What follows belongs to an exercise in optimizing a design on an open flow for small area and a short achievable clock period; a production flow would make more cautious choices.

## lms_weight_updater
module lms_weight_updater #(
    parameter int unsigned NUM_TAPS   = lms_pkg::NUM_TAPS,
    parameter int unsigned WEIGHT_W   = lms_pkg::WEIGHT_W,
    parameter int unsigned MU_SHIFT   = lms_pkg::MU_SHIFT,
    parameter int unsigned LEAK_SHIFT = lms_pkg::LEAK_SHIFT
) (
    input  logic                        clk_in,
    input  logic                        rst_n_in,
    input  lms_pkg::sample_t            sample_in,
    input  logic                        sample_ready,
    input  lms_pkg::sample_t            error_in,
    input  logic                        error_ready,
    input  logic                        freeze_in,
    output logic signed [WEIGHT_W-1:0]  weight_out,
    output logic [$clog2(NUM_TAPS)-1:0] weight_idx_out,
    output logic                        weight_valid_out,
    output logic                        busy_out,
    output logic                        done_out,
    output logic                        overrun_out
);
    localparam int unsigned IDX_W = $clog2(NUM_TAPS);
    localparam int unsigned CNT_W = IDX_W + 1;
  ...
Size: ~3200 cells after synthesis, about 70 I/O pins, roughly 0.054 mm2 of cells after synthesis.
export LEC_CHECK = 0
export CAP_MARGIN = 20
export CORE_MARGIN = 2
export CORE_UTILIZATION = 40
export SLEW_MARGIN = 20
create_clock -name core_clock -period 14.0 [get_ports {clk_in}]
standard.sh (not shown) runs the stock make flow with config.mk's settings and CLKGATE_MAP_FILE= SYNTH_SCRIPT=/design/flow/synth_recipe.tcl, a recipe that flattens the netlist after the stock synthesis.
==> flow/flow/run.sh <==
#!/bin/bash
# The standard layout, with timing repair aimed well below the clock period.
set -euo pipefail
export SETUP_SLACK_MARGIN=9.5
bash standard.sh > flow.log 2>&1
Edit:
--- a/flow/flow/run.sh
+++ b/flow/flow/run.sh
@@ -4 +4 @@
-export SETUP_SLACK_MARGIN=9.5
+export SETUP_SLACK_MARGIN=10.5
- The changed run finished clean
- worst setup slack gets worse by 0.0064 ns
- hold slack stays flat
- global-route usage goes up by 0.55 points
- via count came out higher by 5.7%
- sequential share of layout area falls by 4.5 points
- cell area is higher by 7.5%
- utilization grows by 3.5 points
- area after synthesis does not change
- die area stays the same
- routed wire length came out higher by 7.7%
Edit:
--- a/flow/flow/run.sh
+++ b/flow/flow/run.sh
@@ -4 +4,2 @@
-export SETUP_SLACK_MARGIN=10.5
+export SETUP_SLACK_MARGIN=9.5
+export BUFFER_PORTS_ARGS="-buffer_cell sky130_fd_sc_hd__buf_4"
CTS_BUF_LIST = sky130_fd_sc_hd__clkbuf_16   (was not set)
CTS_CLUSTER_DIAMETER = 100   (was not set)
CTS_CLUSTER_SIZE = 30   (was not set)
After rerunning: Count of clock-buffer cells in the layout decreases by 124. Core utilization decreases by 6.5 points. First-iteration DRC count decreases by about 15%. Setup slack is better by 0.070 ns. Worst hold slack is worse by 0.0065 ns. Final area decreases by about 13%.
Edit:
CTS_BUF_LIST = sky130_fd_sc_hd__clkbuf_8   (was sky130_fd_sc_hd__clkbuf_16)
CTS_CLUSTER_SIZE = 16   (was 30)
Wire length went up by 0.44%.
Hold slack gets worse by 0.013 ns.
Final area went down by 0.48%.
Final cell count went up by 0.61%.
Worst setup slack gets worse by 0.049 ns.
Flip-flop and latch count is unchanged.
Via count is about the same.
No functional check of the RTL was part of any run of this note.

Starting RTL as in the previous note.
// lms_weight_updater
module lms_weight_updater #(
    parameter int unsigned NUM_TAPS   = lms_pkg::NUM_TAPS,
    parameter int unsigned WEIGHT_W   = lms_pkg::WEIGHT_W,
    parameter int unsigned MU_SHIFT   = lms_pkg::MU_SHIFT,
    parameter int unsigned LEAK_SHIFT = lms_pkg::LEAK_SHIFT
) (
    input  logic                        clk_in,
    input  logic                        rst_n_in,
    input  lms_pkg::sample_t            sample_in,
    input  logic                        sample_ready,
    input  lms_pkg::sample_t            error_in,
    input  logic                        error_ready,
    input  logic                        freeze_in,
    output logic signed [WEIGHT_W-1:0]  weight_out,
    output logic [$clog2(NUM_TAPS)-1:0] weight_idx_out,
    output logic                        weight_valid_out,
    output logic                        busy_out,
    output logic                        done_out,
    output logic                        overrun_out
);
clock: 14.0 ns
lec_check: 0
cap_margin: 20
core_margin: 2
core_utilization: 40
cts_buf_list: sky130_fd_sc_hd__clkbuf_16
cts_cluster_diameter: 150
cts_cluster_size: 30
slew_margin: 20
==> flow/flow/run.sh <==
#!/bin/bash
# The standard layout, with timing repair aimed well below the clock period.
set -euo pipefail
export SETUP_SLACK_MARGIN=9.5
export BUFFER_PORTS_ARGS="-buffer_cell sky130_fd_sc_hd__buf_4"
bash standard.sh > flow.log 2>&1
The starting point ran to the end with no violations.
==> next run, changes <==
==> flow/flow/run.sh (replaced) <==
#!/bin/bash
# The standard layout, with timing repair aimed well below the clock period.
set -euo pipefail
export SETUP_SLACK_MARGIN=9.5
bash standard.sh > flow.log 2>&1
CTS_BUF_LIST = sky130_fd_sc_hd__clkbuf_8   (was sky130_fd_sc_hd__clkbuf_16)
CTS_CLUSTER_DIAMETER = default   (was 150)
CTS_CLUSTER_SIZE = 24   (was 30)
=> Hold slack improved by 19 ps; worst setup slack degrades by 17 ps; sequential share of layout area drops by 3.7 points; clock-buffer cell count came out higher by 171; area after synthesis does not change; critical path depth is unchanged; fmax came out lower slightly; wire length goes up by a few percent; cell count rises by a little under a tenth; cell area climbs by a few percent.
==> next run, changes <==
--- a/flow/flow/run.sh
+++ b/flow/flow/run.sh
@@ -3,3 +3,4 @@
 set -euo pipefail
 export SETUP_SLACK_MARGIN=9.5
+export BUFFER_PORTS_ARGS="-buffer_cell sky130_fd_sc_hd__buf_4"
 bash standard.sh > flow.log 2>&1
ABC_AREA = 1   (was default)
CTS_BUF_LIST = sky130_fd_sc_hd__clkbuf_16   (was sky130_fd_sc_hd__clkbuf_8)
CTS_CLUSTER_DIAMETER = 120   (was default)
=> Clock skew rose by 4.8 ps. Wire length shrinks by 6.3%. Cell area came out lower by 2.4%. Setup slack loses 42 ps. Die area rises by 2.3%. Synthesized area went up by 2.4%.
==> next run, changes <==
ABC_AREA = default   (was 1)
=>
- critical path depth is unchanged
- non-clock buffer count rose by 6
- hold slack is better by 16 ps
- routed wire length rose by 1.3%
- die area came out lower by 2.3%
- first-iteration DRC count rises by 15%
- sequential share of layout area is higher by 1.5 points
No run of this note included a check of the RTL's function; only the layout flow was run.

## what the ideal ports hide
How much do the figures lean on ideal ports? The routed layouts below were timed once more, with nothing changed but the port constraints.
Step 1 sets driving cells, clkbuf_16 on the clock port and buf_2 on the other inputs (assumed; they add their load-dependent delay and slew).
Step 2 times the ports against the registers' clock, not the clock port: input delays grow and output delays shrink by t, the midpoint of the rising clock arrivals with the driver on.
Three values: ideal, step 1, step 2; two values: the first two.
run	t (ns)	setup slack, ns	hold WS [ns]
the first run of note 1	0.828	9.484 / 9.501 / 8.693	0.406 / 0.406 / 0.406
the second run of note 1	0.837	9.477 / 9.507 / 8.670	0.405 / 0.405 / 0.405
the third run of note 1	0.763	9.548 / 9.552 / 8.793	0.399 / 0.399 / 0.399
the fourth run of note 1	0.895	9.499 / 9.499 / 8.742	0.385 / 0.385 / 0.385
the first run of note 2	0.758	9.536 / 9.529 / 8.771	0.382 / 0.382 / 0.382
the second run of note 2	0.979	9.520 / 9.538 / 8.589	0.401 / 0.401 / 0.401
the third run of note 2	0.778	9.477 / 9.441 / 8.663	0.393 / 0.393 / 0.393
the fourth run of note 2	0.750	9.533 / 9.533 / 8.807	0.409 / 0.409 / 0.409
After both steps setup and hold are still met in every run listed. For the second run of note 2, which loses most, drivers alone change the setup slack by +0.018 ns; drivers and shift together by -0.931 ns.
